From an optimization exercise on the open Yosys and OpenROAD flow, aimed at small area, a short achievable clock period and few clock cycles; shortcuts taken in it are not production practice.
At most, simulation tests tie the RTL to the original design; equivalence was not proved.
No activity file was given, so power comes from the tool's default toggle rates.

## lane 5
==> flow/design.v (excerpt) <==
module hid_keyboard_report_to_key_events_core (
  input  logic        clk_i,
  input  logic        rst_ni,
  input  logic        in_valid_i,
  output logic        in_stall_o,
  input  logic [55:0] in_data_i,
  output logic        out_valid_o,
  input  logic        out_stall_i,
  output logic [9:0]  out_data_o
);
  logic [5:0][7:0] pk;       
  logic [5:0][6:0] cur_q;    
  logic [5:0][6:0] held_q;   
  logic            cf_q;
  logic            hf_q;
  logic            cv_q;     
  logic [1:0]      s_q;      
  logic [5:0]      fp_q;     
  logic [5:0]      rv_q;     
  logic [2:0]      mod_q;    
  logic [1:0]      ph_q;     
  logic [11:0]     km_q;     
  logic            kz_q;     
  logic [11:0]     low_q;    
  logic            t_v;      
  logic [6:0]      t_key;    
  logic            t_val;    
  logic            t_last;   
  logic            stall_q;
  logic            ov_q;
  logic [9:0]      out_q;
  logic            advance;
  logic            accept;
  logic            step;
  logic            consume;
  logic [2:0]      in_mod;
  logic [5:0]      pz;       
  logic [5:0][6:0] pkc;      
  logic [5:0]      cz;       
  logic [5:0]      e0;       
  logic [5:0]      e1;       
  logic [5:0]      e2;       
  logic [5:0]      fp_n;
  logic [5:0]      rv_n;
  logic [11:0]     km_new;
  logic [11:0]     km_n;
  logic [11:0]     low_n;
  logic [11:0]     rest;
  logic [11:0]     low_k;
  logic [11:0]     low_r;
  logic [11:0]     seen_k;   
  logic [11:0]     seen_r;   
  logic [5:0]      low_cur;  
  logic [5:0]      low_hld;  
  logic [5:0]      rv_slot;  
  logic [6:0]      sel_key;
  logic [7:0]      t_code;
  logic [1:0]      s_n;
  logic [1:0]      ph_n;
  assign advance = !ov_q || !out_stall_i;
  assign accept  = in_valid_i && !stall_q;
  assign step    = in_valid_i && (s_q != 2'd2);
  assign consume = advance && kz_q && (t_v ? (ph_q == 2'd0) : (ph_q == 2'd3));
  assign in_mod[0] = |(in_data_i[55:48] & 8'h22);
  ...
==> module hid_keyboard_report_to_key_events_core, before the edit <==
module hid_keyboard_report_to_key_events_core (
  input  logic        clk_i,
  input  logic        rst_ni,
  input  logic        in_valid_i,
  output logic        in_stall_o,
  input  logic [55:0] in_data_i,
  output logic        out_valid_o,
  input  logic        out_stall_i,
  output logic [9:0]  out_data_o
);
  logic [5:0][7:0] pk;       
  logic [5:0][6:0] cur_q;    
  logic [5:0][6:0] held_q;   
  logic            cf_q;
  logic            hf_q;
  logic            cv_q;     
  logic [1:0]      s_q;      
  logic [5:0]      fp_q;     
  logic [5:0]      rv_q;     
  logic [2:0]      mod_q;    
  logic [1:0]      ph_q;     
  logic [11:0]     km_q;     
  logic            kz_q;     
  logic [11:0]     low_q;    
  logic            t_v;      
  logic [6:0]      t_key;    
  logic            t_val;    
  logic            t_last;   
  logic            stall_q;
  logic            ov_q;
  logic [9:0]      out_q;
  logic            advance;
  logic            accept;
  logic            step;
  logic            consume;
  logic [2:0]      in_mod;
  logic [5:0]      pz;       
  logic [5:0][6:0] pkc;      
  logic [5:0]      cz;       
  logic [5:0]      e0;       
  logic [5:0]      e1;       
  logic [5:0]      e2;       
  logic [5:0]      fp_n;
  logic [5:0]      rv_n;
  logic [11:0]     km_new;
  logic [11:0]     km_n;
  logic [11:0]     low_n;
  logic [11:0]     rest;
  logic [11:0]     low_k;
  logic [11:0]     low_r;
  logic [11:0]     seen_k;   
  logic [11:0]     seen_r;   
  logic [5:0]      low_cur;  
  logic [5:0]      low_hld;  
  logic [5:0]      rv_slot;  
  logic [6:0]      sel_key;
  logic [7:0]      t_code;
  logic [1:0]      s_n;
  logic [1:0]      ph_n;
  assign advance = !ov_q || !out_stall_i;
  assign accept  = in_valid_i && !stall_q;
  assign step    = in_valid_i && (s_q != 2'd2);
  assign consume = advance && kz_q && (t_v ? (ph_q == 2'd0) : (ph_q == 2'd3));
  assign in_mod[0] = |(in_data_i[55:48] & 8'h22);
  assign in_mod[1] = |(in_data_i[55:48] & 8'h11);
  assign in_mod[2] = |(in_data_i[55:48] & 8'h44);
  for (genvar i = 0; i < 6; i++) begin : g_slot
    assign pk[i] = in_data_i[47-8*i -: 8];
    assign pz[i] = pk[i][7] || (pk[i][6:2] == 5'h00) || (pk[i][6:0] == 7'h39) ||
                   (pk[i][6:0] == 7'h66) || ((pk[i][6:3] == 4'hF) && (pk[i][2:0] != 3'h6));
    assign pkc[i] = pz[i] ? 7'h00 : pk[i][6:0];
    assign cz[i] = cur_q[i] == 7'h00;
    assign e0[i] = !pk[i][7] && (pk[i][6:0] == cur_q[i]);
    assign e1[i] = !pk[i][7] && (pk[i][6:0] == cur_q[(i+1)%6]);
    assign e2[i] = !pk[i][7] && (pk[i][6:0] == cur_q[(i+2)%6]);
    assign fp_n[i] = (fp_q[i] && s_q != 2'd0) || e0[i] || e1[i] || e2[i];
    assign rv_n[i] = ((s_q != 2'd0) ? rv_q[i] : !cz[i]) && !(e0[i] || e1[(i+5)%6] || e2[(i+4)%6]);
    assign rv_slot[i] = cf_q ? rv_q[(i+3)%6] : rv_q[i];
    assign km_new[2*i]   = cv_q && rv_slot[i];
    assign km_new[2*i+1] = !pz[i] && !(cv_q && fp_q[i]);
  end
  always_comb begin
    for (int m = 0; m < 6; m++) begin
      low_cur[m] = cf_q ? low_q[2*((m+3)%6)+1] : low_q[2*m+1];
      low_hld[m] = hf_q ? low_q[2*((m+3)%6)] : low_q[2*m];
    end
    sel_key = '0;
    for (int i = 0; i < 6; i++) begin
      sel_key = sel_key | ({7{low_hld[i]}} & held_q[i])
                        | ({7{low_cur[i]}} & cur_q[i]);
    end
  end
  assign rest = km_q & ~low_q;
  assign km_n = consume ? rest : km_q;
  assign seen_k[0] = 1'b0;
  assign seen_r[0] = 1'b0;
  for (genvar i = 0; i < 12; i++) begin : g_low
    assign low_k[i] = km_q[i] && !seen_k[i];
    assign low_r[i] = rest[i] && !seen_r[i];
    if (i < 11) begin : g_seen
      assign seen_k[i+1] = seen_k[i] || km_q[i];
      assign seen_r[i+1] = seen_r[i] || rest[i];
    end
  end
  assign low_n = consume ? low_r : low_k;
  hkre_xlate u_xlate (.code_i(t_key), .scan_o(t_code));
  assign s_n  = step ? s_q + 2'd1 : s_q;
  assign ph_n = (advance && !t_v && ph_q != 2'd0) ? ph_q + 2'd1 : ph_q;
  always_ff @(posedge clk_i or negedge rst_ni) begin
    if (!rst_ni) begin
      cv_q    <= 1'b0;
      s_q     <= 2'd0;
      stall_q <= 1'b0;
      ph_q    <= 2'd0;
      km_q    <= '0;
      kz_q    <= 1'b0;
      t_v     <= 1'b0;
      ov_q    <= 1'b0;
    end else begin
      if (accept) begin
        cv_q    <= 1'b1;
        s_q     <= 2'd0;
        stall_q <= 1'b1;
        km_q    <= km_new;
        kz_q    <= 1'b1;
        ph_q    <= (advance && !t_v) ? 2'd2 : 2'd1;
      end else begin
        s_q     <= s_n;
        stall_q <= !((ph_n == 2'd0) && ((consume ? rest : km_q) == '0) && (!cv_q || s_n == 2'd2));
        km_q    <= km_n;
        kz_q    <= consume ? (rest != '0) : (km_q != '0);
        ph_q    <= ph_n;
      end
      if (advance) begin
        ov_q <= (ph_q != 2'd0) || t_v || accept;
        t_v  <= consume;
      end
    end
  end
  always_ff @(posedge clk_i) begin
    if (accept) begin
      cur_q <= pkc;
      cf_q  <= 1'b0;
      mod_q <= in_mod;
    end else begin
      cur_q <= {cur_q[2:0], cur_q[5:3]};
      cf_q  <= !cf_q;
    end
    fp_q <= fp_n;
    rv_q <= {rv_n[2:0], rv_n[5:3]};
    if (!stall_q) begin
      held_q <= cur_q;
      hf_q   <= cf_q;
    end
    low_q <= low_n;
    if (consume) begin
      t_key  <= sel_key;
      t_val  <= |(low_q & 12'b1010_1010_1010);
      t_last <= rest == '0;
    end
    if (advance) begin
      if (t_v) begin
        out_q <= {t_code, t_val, t_last};
      end else begin
        case (ph_q)
          2'd1:    out_q <= {8'hAE, mod_q[0], 1'b0};
          2'd2:    out_q <= {8'hAF, mod_q[1], 1'b0};
          2'd3:    out_q <= {8'hB1, mod_q[2], km_q == '0};
          default: out_q <= {8'hAE, in_mod[0], 1'b0};
        endcase
      end
    end
  end
  assign in_stall_o  = stall_q;
  assign out_valid_o = ov_q;
  assign out_data_o  = out_q;
endmodule
Settings: LEC_CHECK=0, ABC_AREA=1, ABC_CLOCK_PERIOD_IN_PS=2300, CAP_MARGIN=20, CORE_MARGIN=2, CORE_UTILIZATION=40, CTS_BUF_LIST=sky130_fd_sc_hd__clkbuf_4 sky130_fd_sc_hd__clkbuf_8, SETUP_SLACK_MARGIN=2.7, SLEW_MARGIN=20; clock period 5.0 ns.
standard.sh (not shown) runs the stock make flow with config.mk's settings and CLKGATE_MAP_FILE= SYNTH_SCRIPT=/design/flow/synth_recipe.tcl, a recipe that flattens the netlist after the stock synthesis.
==> flow/flow/run.sh <==
#!/bin/bash
# Standard layout, with the port buffers made of plain buffer cells
# (buffer_ports picks a delay cell by default).
export BUFFER_PORTS_ARGS="-buffer_cell sky130_fd_sc_hd__buf_2"
bash standard.sh > standard.log 2>&1
For lane 3, these inputs were changed with respect to lane 5:
--- a/flow/design.v
+++ b/flow/design.v
@@ -38,16 +38,13 @@
   logic [5:0][7:0] pk;       
   logic [5:0][6:0] cur_q;    
   logic [5:0][6:0] held_q;   
-  logic            cf_q;
-  logic            hf_q;
   logic            cv_q;     
   logic [1:0]      s_q;      
   logic [5:0]      fp_q;     
-  logic [5:0]      rv_q;     
+  logic [5:0]      fc_q;     
   logic [2:0]      mod_q;    
   logic [1:0]      ph_q;     
   logic [11:0]     km_q;     
-  logic            kz_q;     
   logic [11:0]     low_q;    
   logic            t_v;      
   logic [6:0]      t_key;    
@@ -68,7 +65,7 @@
   logic [5:0]      e1;       
   logic [5:0]      e2;       
   logic [5:0]      fp_n;
-  logic [5:0]      rv_n;
+  logic [5:0]      fc_n;
   logic [11:0]     km_new;
   logic [11:0]     km_n;
   logic [11:0]     low_n;
@@ -78,8 +75,6 @@
   logic [11:0]     seen_k;   
   logic [11:0]     seen_r;   
   logic [5:0]      low_cur;  
-  logic [5:0]      low_hld;  
-  logic [5:0]      rv_slot;  
   logic [6:0]      sel_key;
   logic [7:0]      t_code;
   logic [1:0]      s_n;
@@ -87,7 +82,7 @@
   assign advance = !ov_q || !out_stall_i;
   assign accept  = in_valid_i && !stall_q;
   assign step    = in_valid_i && (s_q != 2'd2);
-  assign consume = advance && kz_q && (t_v ? (ph_q == 2'd0) : (ph_q == 2'd3));
+  assign consume = advance && (km_q != '0) && (t_v ? (ph_q == 2'd0) : (ph_q == 2'd3));
   assign in_mod[0] = |(in_data_i[55:48] & 8'h22);
   assign in_mod[1] = |(in_data_i[55:48] & 8'h11);
   assign in_mod[2] = |(in_data_i[55:48] & 8'h44);
@@ -101,19 +96,17 @@
     assign e1[i] = !pk[i][7] && (pk[i][6:0] == cur_q[(i+1)%6]);
     assign e2[i] = !pk[i][7] && (pk[i][6:0] == cur_q[(i+2)%6]);
     assign fp_n[i] = (fp_q[i] && s_q != 2'd0) || e0[i] || e1[i] || e2[i];
-    assign rv_n[i] = ((s_q != 2'd0) ? rv_q[i] : !cz[i]) && !(e0[i] || e1[(i+5)%6] || e2[(i+4)%6]);
-    assign rv_slot[i] = cf_q ? rv_q[(i+3)%6] : rv_q[i];
-    assign km_new[2*i]   = cv_q && rv_slot[i];
+    assign fc_n[i] = (fc_q[i] && s_q != 2'd0) || e0[i] || e1[(i+5)%6] || e2[(i+4)%6];
+    assign km_new[2*i]   = cv_q && !cz[i] && !fc_q[i];
     assign km_new[2*i+1] = !pz[i] && !(cv_q && fp_q[i]);
   end
   always_comb begin
     for (int m = 0; m < 6; m++) begin
-      low_cur[m] = cf_q ? low_q[2*((m+3)%6)+1] : low_q[2*m+1];
-      low_hld[m] = hf_q ? low_q[2*((m+3)%6)] : low_q[2*m];
+      low_cur[m] = (s_q == 2'd1) ? low_q[2*((m+3)%6)+1] : low_q[2*m+1];
     end
     sel_key = '0;
     for (int i = 0; i < 6; i++) begin
-      sel_key = sel_key | ({7{low_hld[i]}} & held_q[i])
+      sel_key = sel_key | ({7{low_q[2*i]}} & held_q[i])
                         | ({7{low_cur[i]}} & cur_q[i]);
     end
   end
@@ -140,7 +133,6 @@
       stall_q <= 1'b0;
       ph_q    <= 2'd0;
       km_q    <= '0;
-      kz_q    <= 1'b0;
       t_v     <= 1'b0;
       ov_q    <= 1'b0;
     end else begin
@@ -149,13 +141,11 @@
         s_q     <= 2'd0;
         stall_q <= 1'b1;
         km_q    <= km_new;
-        kz_q    <= 1'b1;
         ph_q    <= (advance && !t_v) ? 2'd2 : 2'd1;
       end else begin
         s_q     <= s_n;
         stall_q <= !((ph_n == 2'd0) && ((consume ? rest : km_q) == '0) && (!cv_q || s_n == 2'd2));
         km_q    <= km_n;
-        kz_q    <= consume ? (rest != '0) : (km_q != '0);
         ph_q    <= ph_n;
       end
       if (advance) begin
@@ -167,18 +157,13 @@
   always_ff @(posedge clk_i) begin
     if (accept) begin
       cur_q <= pkc;
-      cf_q  <= 1'b0;
       mod_q <= in_mod;
-    end else begin
+    end else if (step) begin
+      fc_q  <= {fc_n[2:0], fc_n[5:3]};
       cur_q <= {cur_q[2:0], cur_q[5:3]};
-      cf_q  <= !cf_q;
     end
     fp_q <= fp_n;
-    rv_q <= {rv_n[2:0], rv_n[5:3]};
-    if (!stall_q) begin
-      held_q <= cur_q;
-      hf_q   <= cf_q;
-    end
+    if (!stall_q) held_q <= cur_q;
     low_q <= low_n;
     if (consume) begin
       t_key  <= sel_key;
Results
- On lane 3: area inside the core boundary is about 3% lower than what lane 5 gave.
- Compared with lane 5, in lane 3 maximum clock rate about even; final core utilization now larger; met3 demand-to-capacity share in global routing climbed 0.60 points; final area went down about 2.3%; synthesized-area fraction occupied by xor and xnor cells now larger.
- Re routed wire length: lane 5 was higher than lane 3.
- Re number of flip-flops and latches in the synthesized netlist: lane 5 was higher than lane 3.
- | fraction of the mapped netlist area in compound gates | lower: lane 5 |
- Diff lane 5 -> lane 3: static power due to leakage has decreased, simple-gate area share of the yosys netlist has decreased, floorplan die height has decreased.
- Comparing clock network power for lane 5 and lane 3, the smaller number came from lane 5.
- Cells: lane 3 has fewer instances than lane 5
Testbench counts of lane 3, summed over its fixed seeds: cycles 13,752.
Only the layout flow was run in lane 5; the RTL was not checked for function there.

## port drivers added, routing unchanged
Ports are ideal in the flow. The routed layouts listed here were re-timed in OpenROAD. Step 1 (the two cells are an assumption about what drives the block):
set clk [get_ports {clk_i}]
set_driving_cell -lib_cell sky130_fd_sc_hd__clkbuf_16 $clk
set_driving_cell -lib_cell sky130_fd_sc_hd__buf_2 [delete_from_list [all_inputs] $clk]
Step 2 moves the port delays by t, midway between the first and last clock arrival at a register: inputs arrive t later, outputs are due t later. That takes back most of the time a late clock gives input paths. a / b / c = ideal ports / drivers / drivers and shift; a / b = the first two.
run | t, ns | slack for setup (ns) | hold WS [ns] | worst setup path at the end | slew at the worst register clock pin (ns)
lane 5 | 0.528 | 2.824 / 2.824 / 2.422 | 0.448 / 0.426 / 0.490 | input to register | 0.12 / 0.12
lane 3 | 0.502 | 2.830 / 2.841 / 2.350 | 0.472 / 0.472 / 0.472 | input to register | 0.10 / 0.10
After both steps setup and hold are still met in every run listed. The setup slack of lane 3, which loses most, moves by +0.011 ns with the drivers and by -0.480 ns with both steps.
